Context: an optimization exercise on an open-source flow, tuned for small area. The choices shown serve that exercise and are no tape-out recipe.
The RTL was checked by simulation tests, not by an equivalence proof against the original design.
Power figures rest on the tool's default switching activity, not on a simulated workload.

==> flow/design.v <==
localparam integer H_ACTIVE = 16;
localparam integer H_TOTAL  = 24;
localparam integer V_ACTIVE = 8;
localparam integer V_TOTAL  = 10;
localparam integer HSYNC_START = 18;
localparam integer HSYNC_END   = 21;
localparam integer VSYNC_LINE  = 9;
localparam integer HCOUNT_BITS = 5;
localparam integer VCOUNT_BITS = 4;
localparam integer PIXEL_BITS      = 8;
localparam integer PIXELS_PER_WORD = 4;
localparam integer WORD_BITS       = 36;
localparam integer PARITY_BITS     = WORD_BITS - PIXEL_BITS * PIXELS_PER_WORD;
localparam integer WORDS_PER_LINE  = 4;
localparam integer FRAME_WORDS     = 32;
localparam integer ADDR_BITS       = 5;
localparam integer PHASE_BITS   = 2;
localparam [1:0]   READ_PHASE   = 2'd0;
localparam [1:0]   WRITE_PHASE  = 2'd2;
localparam integer READ_LATENCY = 2;
`timescale 1ns/1ps
`default_nettype none
module raster_timing
(
   input wire        clk,
   input wire        rst_n,
   output reg  [4:0] raster_hcount,
   output reg  [3:0] raster_vcount,
   output reg        raster_hsync,
   output reg        raster_vsync,
   output reg        raster_blank
);
localparam integer H_ACTIVE = 16;
localparam integer H_TOTAL  = 24;
localparam integer V_ACTIVE = 8;
localparam integer V_TOTAL  = 10;
localparam integer HSYNC_START = 18;
localparam integer HSYNC_END   = 21;
localparam integer VSYNC_LINE  = 9;
localparam integer HCOUNT_BITS = 5;
localparam integer VCOUNT_BITS = 4;
localparam integer PIXEL_BITS      = 8;
localparam integer PIXELS_PER_WORD = 4;
localparam integer WORD_BITS       = 36;
localparam integer PARITY_BITS     = WORD_BITS - PIXEL_BITS * PIXELS_PER_WORD;
localparam integer WORDS_PER_LINE  = 4;
localparam integer FRAME_WORDS     = 32;
localparam integer ADDR_BITS       = 5;
localparam integer PHASE_BITS   = 2;
localparam [1:0]   READ_PHASE   = 2'd0;
localparam [1:0]   WRITE_PHASE  = 2'd2;
localparam integer READ_LATENCY = 2;
   reg [HCOUNT_BITS-1:0] h_next;
   reg [VCOUNT_BITS-1:0] v_next;
   always @(*)
   begin
      h_next = raster_hcount + 1'b1;
      v_next = raster_vcount;
      if (raster_hcount == H_TOTAL - 1)
      begin
         h_next = {HCOUNT_BITS{1'b0}};
         if (raster_vcount == V_TOTAL - 1)
            v_next = {VCOUNT_BITS{1'b0}};
         else
            v_next = raster_vcount + 1'b1;
      end
   end
   always @(posedge clk or negedge rst_n)
   begin
      if (!rst_n)
      begin
         raster_hcount <= {HCOUNT_BITS{1'b0}};
         raster_vcount <= {VCOUNT_BITS{1'b0}};
         raster_hsync  <= 1'b0;
         raster_vsync  <= 1'b0;
         raster_blank  <= 1'b0;
      end
      else
      begin
         raster_hcount <= h_next;
         raster_vcount <= v_next;
         raster_hsync  <= (h_next >= HSYNC_START) && (h_next < HSYNC_END);
         raster_vsync  <= (v_next == VSYNC_LINE);
         raster_blank  <= (h_next >= H_ACTIVE) || (v_next >= V_ACTIVE);
      end
   end
endmodule
`default_nettype wire
`timescale 1ns/1ps
`default_nettype none
module pixel_packer
(
   input wire         clk,
   input wire         rst_n,
   input wire         pix_req,
   input wire  [7:0]  pix_data,
   input wire         pix_start,
   output reg         pix_ack,
   output reg  [4:0]  wr_addr,
   output reg  [35:0] wr_data,
   output wire        wr_valid,
   input wire         wr_taken
);
localparam integer H_ACTIVE = 16;
localparam integer H_TOTAL  = 24;
localparam integer V_ACTIVE = 8;
localparam integer V_TOTAL  = 10;
localparam integer HSYNC_START = 18;
localparam integer HSYNC_END   = 21;
localparam integer VSYNC_LINE  = 9;
localparam integer HCOUNT_BITS = 5;
localparam integer VCOUNT_BITS = 4;
localparam integer PIXEL_BITS      = 8;
localparam integer PIXELS_PER_WORD = 4;
localparam integer WORD_BITS       = 36;
localparam integer PARITY_BITS     = WORD_BITS - PIXEL_BITS * PIXELS_PER_WORD;
localparam integer WORDS_PER_LINE  = 4;
localparam integer FRAME_WORDS     = 32;
localparam integer ADDR_BITS       = 5;
localparam integer PHASE_BITS   = 2;
localparam [1:0]   READ_PHASE   = 2'd0;
localparam [1:0]   WRITE_PHASE  = 2'd2;
localparam integer READ_LATENCY = 2;
   localparam integer FILL_BITS = 2;
   reg  [PIXEL_BITS*(PIXELS_PER_WORD-1)-1:0] part_q;
   reg  [FILL_BITS-1:0]                      fill_q;
   wire [FILL_BITS-1:0]                      fill_eff;
   reg  [ADDR_BITS-1:0]                      next_addr_q;
   wire [ADDR_BITS-1:0]                      addr_eff;
   reg                                       valid_q;
   wire                                      last_pix;
   wire                                      stall;
   wire                                      accept;
   assign fill_eff = pix_start ? {FILL_BITS{1'b0}} : fill_q;
   assign addr_eff = pix_start ? {ADDR_BITS{1'b0}} : next_addr_q;
   assign last_pix = (fill_eff == PIXELS_PER_WORD - 1);
   assign stall    = last_pix && valid_q && !wr_taken;
   assign accept   = pix_req && !pix_ack && !stall;
   assign wr_valid = valid_q;
   always @(posedge clk or negedge rst_n)
   begin
      if (!rst_n)
         pix_ack <= 1'b0;
      else if (accept)
         pix_ack <= 1'b1;
      else if (!pix_req)
         pix_ack <= 1'b0;
   end
   always @(posedge clk or negedge rst_n)
   begin
      if (!rst_n)
      begin
         fill_q      <= {FILL_BITS{1'b0}};
         next_addr_q <= {ADDR_BITS{1'b0}};
         valid_q     <= 1'b0;
      end
      else
      begin
         if (wr_taken)
            valid_q <= 1'b0;
         if (accept)
         begin
            if (last_pix)
            begin
               fill_q  <= {FILL_BITS{1'b0}};
               valid_q <= 1'b1;
               if (addr_eff == FRAME_WORDS - 1)
                  next_addr_q <= {ADDR_BITS{1'b0}};
               else
                  next_addr_q <= addr_eff + 1'b1;
            end
            else
            begin
               fill_q      <= fill_eff + 1'b1;
               next_addr_q <= addr_eff;
            end
         end
      end
   end
   always @(posedge clk)
   begin
      if (accept)
      begin
         part_q <= {pix_data, part_q[PIXEL_BITS*(PIXELS_PER_WORD-1)-1:PIXEL_BITS]};
         if (last_pix)
         begin
            wr_addr <= addr_eff;
            wr_data <= {{PARITY_BITS{1'b0}}, pix_data, part_q};
         end
      end
   end
endmodule
`default_nettype wire
`timescale 1ns/1ps
`default_nettype none
module frame_store
(
   input wire         clk,
   input wire         rst_n,
   input wire  [4:0]  raster_hcount,
   input wire  [4:0]  wr_addr,
   input wire  [35:0] wr_data,
   input wire         wr_valid,
   output wire        wr_taken,
   input wire  [4:0]  rd_addr,
   output reg  [35:0] rd_data
);
localparam integer H_ACTIVE = 16;
localparam integer H_TOTAL  = 24;
localparam integer V_ACTIVE = 8;
localparam integer V_TOTAL  = 10;
localparam integer HSYNC_START = 18;
localparam integer HSYNC_END   = 21;
localparam integer VSYNC_LINE  = 9;
localparam integer HCOUNT_BITS = 5;
localparam integer VCOUNT_BITS = 4;
localparam integer PIXEL_BITS      = 8;
localparam integer PIXELS_PER_WORD = 4;
localparam integer WORD_BITS       = 36;
localparam integer PARITY_BITS     = WORD_BITS - PIXEL_BITS * PIXELS_PER_WORD;
localparam integer WORDS_PER_LINE  = 4;
localparam integer FRAME_WORDS     = 32;
localparam integer ADDR_BITS       = 5;
localparam integer PHASE_BITS   = 2;
localparam [1:0]   READ_PHASE   = 2'd0;
localparam [1:0]   WRITE_PHASE  = 2'd2;
localparam integer READ_LATENCY = 2;
   reg  [WORD_BITS-1:0]  mem [0:FRAME_WORDS-1];
   wire [PHASE_BITS-1:0] phase;
   wire                  rd_slot;
   wire                  wr_slot;
   wire [ADDR_BITS-1:0]  mem_addr;
   reg  [ADDR_BITS-1:0]  rd_addr_q;
   reg                   rd_issue_q;
   assign phase   = raster_hcount[PHASE_BITS-1:0];
   assign rd_slot = (phase == READ_PHASE);
   assign wr_slot = (phase == WRITE_PHASE);
   assign mem_addr = wr_slot ? wr_addr : rd_addr;
   assign wr_taken = wr_slot && wr_valid;
   always @(posedge clk or negedge rst_n)
   begin
      if (!rst_n)
         rd_issue_q <= 1'b0;
      else
         rd_issue_q <= rd_slot;
   end
   always @(posedge clk)
   begin
      if (wr_taken)
         mem[mem_addr] <= wr_data;
      if (rd_slot)
         rd_addr_q <= mem_addr;
      if (rd_issue_q)
         rd_data <= mem[rd_addr_q];
   end
endmodule
`default_nettype wire
`timescale 1ns/1ps
`default_nettype none
module scan_reader
(
   input wire         clk,
   input wire         rst_n,
   input wire  [4:0]  raster_hcount,
   input wire  [3:0]  raster_vcount,
   input wire         raster_hsync,
   input wire         raster_vsync,
   input wire         raster_blank,
   output wire [4:0]  rd_addr,
   input wire  [35:0] rd_data,
   output reg  [7:0]  pix_out,
   output reg         hsync_out,
   output reg         vsync_out,
   output reg         blank_out
);
localparam integer H_ACTIVE = 16;
localparam integer H_TOTAL  = 24;
localparam integer V_ACTIVE = 8;
localparam integer V_TOTAL  = 10;
localparam integer HSYNC_START = 18;
localparam integer HSYNC_END   = 21;
localparam integer VSYNC_LINE  = 9;
localparam integer HCOUNT_BITS = 5;
localparam integer VCOUNT_BITS = 4;
localparam integer PIXEL_BITS      = 8;
localparam integer PIXELS_PER_WORD = 4;
localparam integer WORD_BITS       = 36;
localparam integer PARITY_BITS     = WORD_BITS - PIXEL_BITS * PIXELS_PER_WORD;
localparam integer WORDS_PER_LINE  = 4;
localparam integer FRAME_WORDS     = 32;
localparam integer ADDR_BITS       = 5;
localparam integer PHASE_BITS   = 2;
localparam [1:0]   READ_PHASE   = 2'd0;
localparam [1:0]   WRITE_PHASE  = 2'd2;
localparam integer READ_LATENCY = 2;
   localparam integer GROUP_BITS = HCOUNT_BITS - PHASE_BITS;
   localparam integer GROUPS     = H_TOTAL / PIXELS_PER_WORD;
   localparam [1:0]   LOAD_PHASE = READ_PHASE + READ_LATENCY + 1;
   wire [GROUP_BITS-1:0] group;
   wire [PHASE_BITS-1:0] phase;
   reg  [ADDR_BITS-1:0]  line_sel;
   reg  [ADDR_BITS-1:0]  word_sel;
   reg  [WORD_BITS-1:0]  shift_q;
   assign group = raster_hcount[HCOUNT_BITS-1:PHASE_BITS];
   assign phase = raster_hcount[PHASE_BITS-1:0];
   always @(*)
   begin
      if (group == GROUPS - 1)
      begin
         word_sel = {ADDR_BITS{1'b0}};
         if (raster_vcount >= V_ACTIVE - 1)
            line_sel = {ADDR_BITS{1'b0}};
         else
            line_sel = raster_vcount + 1'b1;
      end
      else
      begin
         word_sel = group + 1'b1;
         line_sel = raster_vcount;
      end
   end
   assign rd_addr = line_sel * WORDS_PER_LINE + word_sel;
   always @(posedge clk)
   begin
      if (phase == LOAD_PHASE)
         shift_q <= rd_data;
      else
         shift_q <= shift_q >> PIXEL_BITS;
   end
   always @(posedge clk or negedge rst_n)
   begin
      if (!rst_n)
      begin
         pix_out   <= 8'd0;
         hsync_out <= 1'b0;
         vsync_out <= 1'b0;
         blank_out <= 1'b1;
      end
      else
      begin
         pix_out   <= shift_q[PIXEL_BITS-1:0];
         hsync_out <= raster_hsync;
         vsync_out <= raster_vsync;
         blank_out <= raster_blank;
      end
   end
endmodule
`default_nettype wire
`timescale 1ns/1ps
`default_nettype none
module video_frame_top
(
   input wire         clk,
   input wire         rst_n,
   input wire         pix_req,
   input wire  [7:0]  pix_data,
   input wire         pix_start,
   output wire        pix_ack,
   output wire [7:0]  pix_out,
   output wire        hsync_out,
   output wire        vsync_out,
   output wire        blank_out
);
localparam integer H_ACTIVE = 16;
localparam integer H_TOTAL  = 24;
localparam integer V_ACTIVE = 8;
localparam integer V_TOTAL  = 10;
localparam integer HSYNC_START = 18;
localparam integer HSYNC_END   = 21;
localparam integer VSYNC_LINE  = 9;
localparam integer HCOUNT_BITS = 5;
localparam integer VCOUNT_BITS = 4;
localparam integer PIXEL_BITS      = 8;
localparam integer PIXELS_PER_WORD = 4;
localparam integer WORD_BITS       = 36;
localparam integer PARITY_BITS     = WORD_BITS - PIXEL_BITS * PIXELS_PER_WORD;
localparam integer WORDS_PER_LINE  = 4;
localparam integer FRAME_WORDS     = 32;
localparam integer ADDR_BITS       = 5;
localparam integer PHASE_BITS   = 2;
localparam [1:0]   READ_PHASE   = 2'd0;
localparam [1:0]   WRITE_PHASE  = 2'd2;
localparam integer READ_LATENCY = 2;
   wire [ADDR_BITS-1:0]   rd_addr;
   wire [WORD_BITS-1:0]   rd_data;
   wire [HCOUNT_BITS-1:0] raster_hcount;
   wire [VCOUNT_BITS-1:0] raster_vcount;
   wire                   raster_hsync;
   wire                   raster_vsync;
   wire                   raster_blank;
   wire [ADDR_BITS-1:0]   wr_addr;
   wire [WORD_BITS-1:0]   wr_data;
   wire                   wr_valid;
   wire                   wr_taken;
   raster_timing raster_timing_inst (
      .clk           (clk),
      .rst_n         (rst_n),
      .raster_hcount (raster_hcount),
      .raster_vcount (raster_vcount),
      .raster_hsync  (raster_hsync),
      .raster_vsync  (raster_vsync),
      .raster_blank  (raster_blank)
   );
   pixel_packer pixel_packer_inst (
      .clk       (clk),
      .rst_n     (rst_n),
      .pix_req   (pix_req),
      .pix_data  (pix_data),
      .pix_start (pix_start),
      .pix_ack   (pix_ack),
      .wr_addr   (wr_addr),
      .wr_data   (wr_data),
      .wr_valid  (wr_valid),
      .wr_taken  (wr_taken)
   );
   frame_store frame_store_inst (
      .clk           (clk),
      .rst_n         (rst_n),
      .raster_hcount (raster_hcount),
      .wr_addr       (wr_addr),
      .wr_data       (wr_data),
      .wr_valid      (wr_valid),
      .wr_taken      (wr_taken),
      .rd_addr       (rd_addr),
      .rd_data       (rd_data)
   );
   scan_reader scan_reader_inst (
      .clk           (clk),
      .rst_n         (rst_n),
      .raster_hcount (raster_hcount),
      .raster_vcount (raster_vcount),
      .raster_hsync  (raster_hsync),
      .raster_vsync  (raster_vsync),
      .raster_blank  (raster_blank),
      .rd_addr       (rd_addr),
      .rd_data       (rd_data),
      .pix_out       (pix_out),
      .hsync_out     (hsync_out),
      .vsync_out     (vsync_out),
      .blank_out     (blank_out)
   );
endmodule
`default_nettype wire
==> flow/run.sh <==
#!/bin/bash
# synth_recipe.tcl (not shown) runs the flow's synth.tcl, then flattens the netlist and writes it again
# the make line also repeats each setting of config.mk as NAME=value (left out here)
make -C /OpenROAD-flow-scripts/flow DESIGN_CONFIG=/design/flow/config.mk WORK_HOME=/design/flow/orfs CLKGATE_MAP_FILE= SYNTH_SCRIPT=/design/flow/synth_recipe.tcl finish
==> flow/config.mk <==
export PLATFORM = sky130hd
export DESIGN_NAME = video_frame_top
export DESIGN_NICKNAME = video_frame_top
export VERILOG_FILES = /design/flow/design.v
export SDC_FILE = /design/flow/constraint.sdc
export NUM_CORES = 4
export LEC_CHECK = 0
export CAP_MARGIN = 20
export CORE_MARGIN = 2
export CORE_UTILIZATION = 40
export SLEW_MARGIN = 20
==> flow/constraint.sdc <==
create_clock -name core_clock -period 10.0 [get_ports {clk}]
set_input_delay 2.0000 -clock core_clock [delete_from_list [all_inputs] [get_ports {clk}]]
set_output_delay 2.0000 -clock core_clock [all_outputs]
set_load 0.01 [all_outputs]
==> out/metrics.csv <==
stage,metric,value,unit
outcome,status,timing/DRC/antenna clean,
yosys,register bit total from synthesis,1187,
worst_setup_path,CP max stage delay,0.71,ns
yosys,syn nets,2569,
worst_setup_path,r2r endpoint,frame_store_inst.mem[31][21],
cts,# Post-CTS Setup Buffers,0,
worst_setup_path,CP top delay family,buffers and inverters,
worst_setup_path,"Max FO, Critical Path",39,
cts,Sink Count,1187,
cts,CTS tree,yes,
worst_setup_path,Setup CP Type,in2reg,
yosys,simple-gate area share of the yosys netlist,0.0348,
floorplanning,Row Count,123,
worst_setup_path,R2R setup slack,6.59,ns
cts,total CTS buffers,119,
routing,Antenna Nets Post-Route,0,
yosys,Synth Area in XOR/XNOR,0.000771,
sta,RSZ-0062 raised after global routing,no,
yosys,Commonest cells post-synth,"1122 x edfxtp_1, 513 x mux2i_1, 114 x nand2_1",
yosys,number of enable flip-flop cells after synthesis,1122,
cts,cts hold-fix bufs,0,
worst_setup_path,Worst R2R Start,raster_timing_inst.raster_hcount[0],
routing,routed via count,23400,
job,number of max-cap violations,0,
worst_setup_path,critical path startpoint category,input pin,
yosys,Adder-Cell Fraction of Synth Area,0.00292,
global_route,first-pass GRT wire length,163,mm
yosys,Synth async-reset ratio,0.0278,
power,VDD IR-drop max,157,µV
yosys,Yosys warning count,4,
floorplanning,Die Height,341,µm
routing,Pre-antenna DRT Iters,5,
sta,Final period util,0.468,
placement,Routability Congestion,0.773,
global_route,initial antenna violation count,0,
sta,setup total negative slack,0,ns
floorplanning,Initial Util,0.404,
floorplanning,die area,116000,µm²
yosys,largest family of logic cells by synthesized area,multiplexers,
worst_setup_path,Critical Path RT,10.31,ns
sta,final hold violation count,0,
global_route,total track usage,0.193,
sta,Max Freq,214,MHz
cts,clock buffer depth,3,
worst_setup_path,Worst setup EP type,flip-flop,
yosys,Synth cell types,50,
yosys,Synth Flop Type,edfxtp_1,
yosys,top post-synthesis cells by area,"edfxtp_1 74%, mux2i_1 11%, dfrtp_1 1.8%, a22oi_1 1.6%, dfxtp_1 1.4%",
global_route,largest net degree at the start of global routing,135,
routing,DR iter-0 viols,2479,
yosys,post-synth top area cell,edfxtp_1,
floorplanning,Top Ports,24,
yosys,Yosys top cell area share,0.742,
placement,placed cell count,3985,
yosys,syn avg cell area,17.8,µm²
power,Leak,15.8,nW
cts,CTS Root Cell,clkbuf_16,
placement,PortBufs,23,
worst_setup_path,CP startpoint,pix_start,
cts,H-tree Lvls,3,
worst_setup_path,worst path cell trace,clkdlybuf4s50_1 > nor2b_1 > ha_1 > nand3b_1 > and3b_2 > nand2_1 > inv_2,
sta,worst rel slew slack,0.271,
yosys,most common cell in the synthesized netlist,edfxtp_1,
worst_hold_path,HP Start,scan_reader_inst.shift_q[7],
global_route,number of global-route vias before repair,23600,
worst_setup_path,CP Data Arrival Time,4.99,ns
yosys,Post-Syn Area,45400,µm²
worst_setup_path,Buf/Inv on CP,2,
layout,final net count,2634,
cts,clk latency of the worst-skew pair,0.70,ns
floorplanning,Die X-Extent,341,µm
yosys,post-synthesis mux area share,0.120,
worst_setup_path,CP endpoint,pixel_packer_inst.wr_data[31],
cts,clock-pin slew on the worst setup and hold paths,0.06,ns
routing,routed len/inst,26.9,µm
placement,detailed placer's ending HPWL,55.9,mm
sta,min cycle time layout,4.68,ns
routing,drt drc,0,
sta,clock skew,0.0284,ns
power,pwr dens,193,nW/µm²
sta,Tightest Pin Transition,1.09,ns
sta,Max Transition Viols Final,0,
worst_hold_path,Hold Crit Class,reg2reg,
routing,vias per cell,5.55,
floorplanning,Core Area,112000,µm²
yosys,register area share after synthesis,0.774,
yosys,Post-Syn Instances,2547,
yosys,compound-gate portion of the synthesized area,0.0475,
worst_setup_path,Worst path slowest cell,and3b_2,
layout,layout cell share with drive strength beyond 1,0.119,
global_route,grt ovf,0,
sta,Final Setup Violations,0,
cts,Resize count post-CTS,0,
worst_setup_path,CP Depth,7,
routing,final wirelength,113,mm
layout,ANT cells,0,
layout,P&R area growth vs syn,13.4,%
layout,Non-Filler Instances,4215,
worst_setup_path,R2R cell count,5,
-- sequential cells by signal, summed over array words and instances, names as in the netlist, 5 cells and up --
signal	count
pixel_packer_inst.next_addr_q	5
pixel_packer_inst.wr_data	32
frame_store_inst.rd_data	32
pixel_packer_inst.part_q	24
frame_store_inst.rd_addr_q	5
scan_reader_inst.pix_out	8
raster_timing_inst.raster_hcount	5
pixel_packer_inst.wr_addr	5
scan_reader_inst.shift_q	32
frame_store_inst.mem	1024
-- worst min-delay path by stage --
stage | endpoint | slack (ns) | depth (start not counted)
after CTS | scan_reader_inst.pix_out[7] | 0.33 | 0
after global routing | scan_reader_inst.pix_out[7] | 0.33 | 0
after floorplan | scan_reader_inst.pix_out[0] | 0.32 | 0
final | scan_reader_inst.pix_out[7] | 0.32 | 0
after global placement | scan_reader_inst.pix_out[1] | 0.32 | 0
after detailed placement | scan_reader_inst.pix_out[4] | 0.32 | 0
-- power by group --
group | internal, mW | switching, mW | total, mW
sequential | 5.39 | 0.0222 | 5.42
clock | 2.67 | 1.85 | 4.51
combinational | 0.0120 | 0.0214 | 0.0334
-- placed cells by master, fill, tap and decap left out, types with 22 or more instances in the layout --
| cell | Yosys | layout |
|---|---|---|
| mux2i_1 | 513 | 513 |
| a22oi_1 | 96 | 96 |
| clkinv_2 | 0 | 26 |
| clkbuf_1 | 42 | 28 |
| a22o_1 | 67 | 67 |
| dfxtp_1 | 32 | 32 |
| a31oi_1 | 32 | 32 |
| nor3_1 | 37 | 37 |
| clkdlybuf4s50_1 | 0 | 22 |
| a21oi_1 | 104 | 104 |
| mux2_2 | 29 | 29 |
| nand3_1 | 103 | 103 |
| nor2_4 | 0 | 33 |
| edfxtp_1 | 1122 | 1122 |
| clkbuf_16 | 0 | 120 |
| buf_4 | 23 | 52 |
| nand2_1 | 114 | 113 |
| dfrtp_1 | 32 | 31 |
-- logic make-up after synthesis --
group	Yosys count
simple gates	336
fa+ha+maj	10
flops	1187
xor+xnor	4
compound gates	319
mux	542
buf+inv	149
-- layout make-up --
| type | count | area, µm² |
|---|---|---|
| clock buffers | 165 | 3340 |
| clock inverters | 59 | 684 |
| fillers | 9358 | 61000 |
| inverters | 9 | 33.8 |
| multi-input cells | 1211 | 9650 |
| flip-flops and latches | 1187 | 35200 |
| well taps | 1500 | 1880 |
| repair buffers | 84 | 754 |
-- worst register-to-register path, stage by stage, from the launching register on --
cell and delay [ns]:
dfrtp_1 0.41, inv_1 0.10, ha_1 0.41, nand3_1 0.67
nor2_4 0.87, buf_4 0.57
-- metal layers --
metal,global-route usage,routed length [µm],vias up
met2,0.311,53700,827
met1,0.269,48500,12200
met5,0,0,-
met3,0.0335,7760,157
li1,-,-,10200
met4,0.0586,3230,0
-- through the flow --
stage,hold slack [ns],instance area (µm²),power (mW),setup WS (ns),utilization
after global routing,0.326,51500,10.2,5.15,0.458
after CTS,0.327,51400,10.0,5.37,0.457
after global placement,0.318,47400,5.55,4.77,0.421
after detailed placement,0.320,47400,5.55,4.62,0.421
after floorplan,0.316,45400,5.53,5.70,-
final,0.324,51500,9.96,5.32,0.458

-- static timing again, ports no longer ideal --
In the flow no input, the clock included, has a driving cell. The finished layout below was timed again as built, in two steps. Step 1 sets driving cells, clkbuf_16 on the clock port and buf_2 on the other inputs (assumed; they add their load-dependent delay and slew). Step 2 adds t to the input delays and takes it off the output delays; t is the mean of the earliest and latest rising clock arrival at the registers after step 1. Input paths then give back, and output paths get back, about the clock's delay inside the block. Three values: ideal ports, drivers, drivers and shift; two values: the first two.
t, ns: 0.756
setup slack, ns: 5.323 / 5.356 / 4.600
latest minus earliest clock arrival (ns): 0.029 / 0.029
pins driven straight from the clock port: 1
After both steps this run still meets setup and hold. The setup slack of this run moves by +0.033 ns with the drivers and by -0.723 ns with both steps.
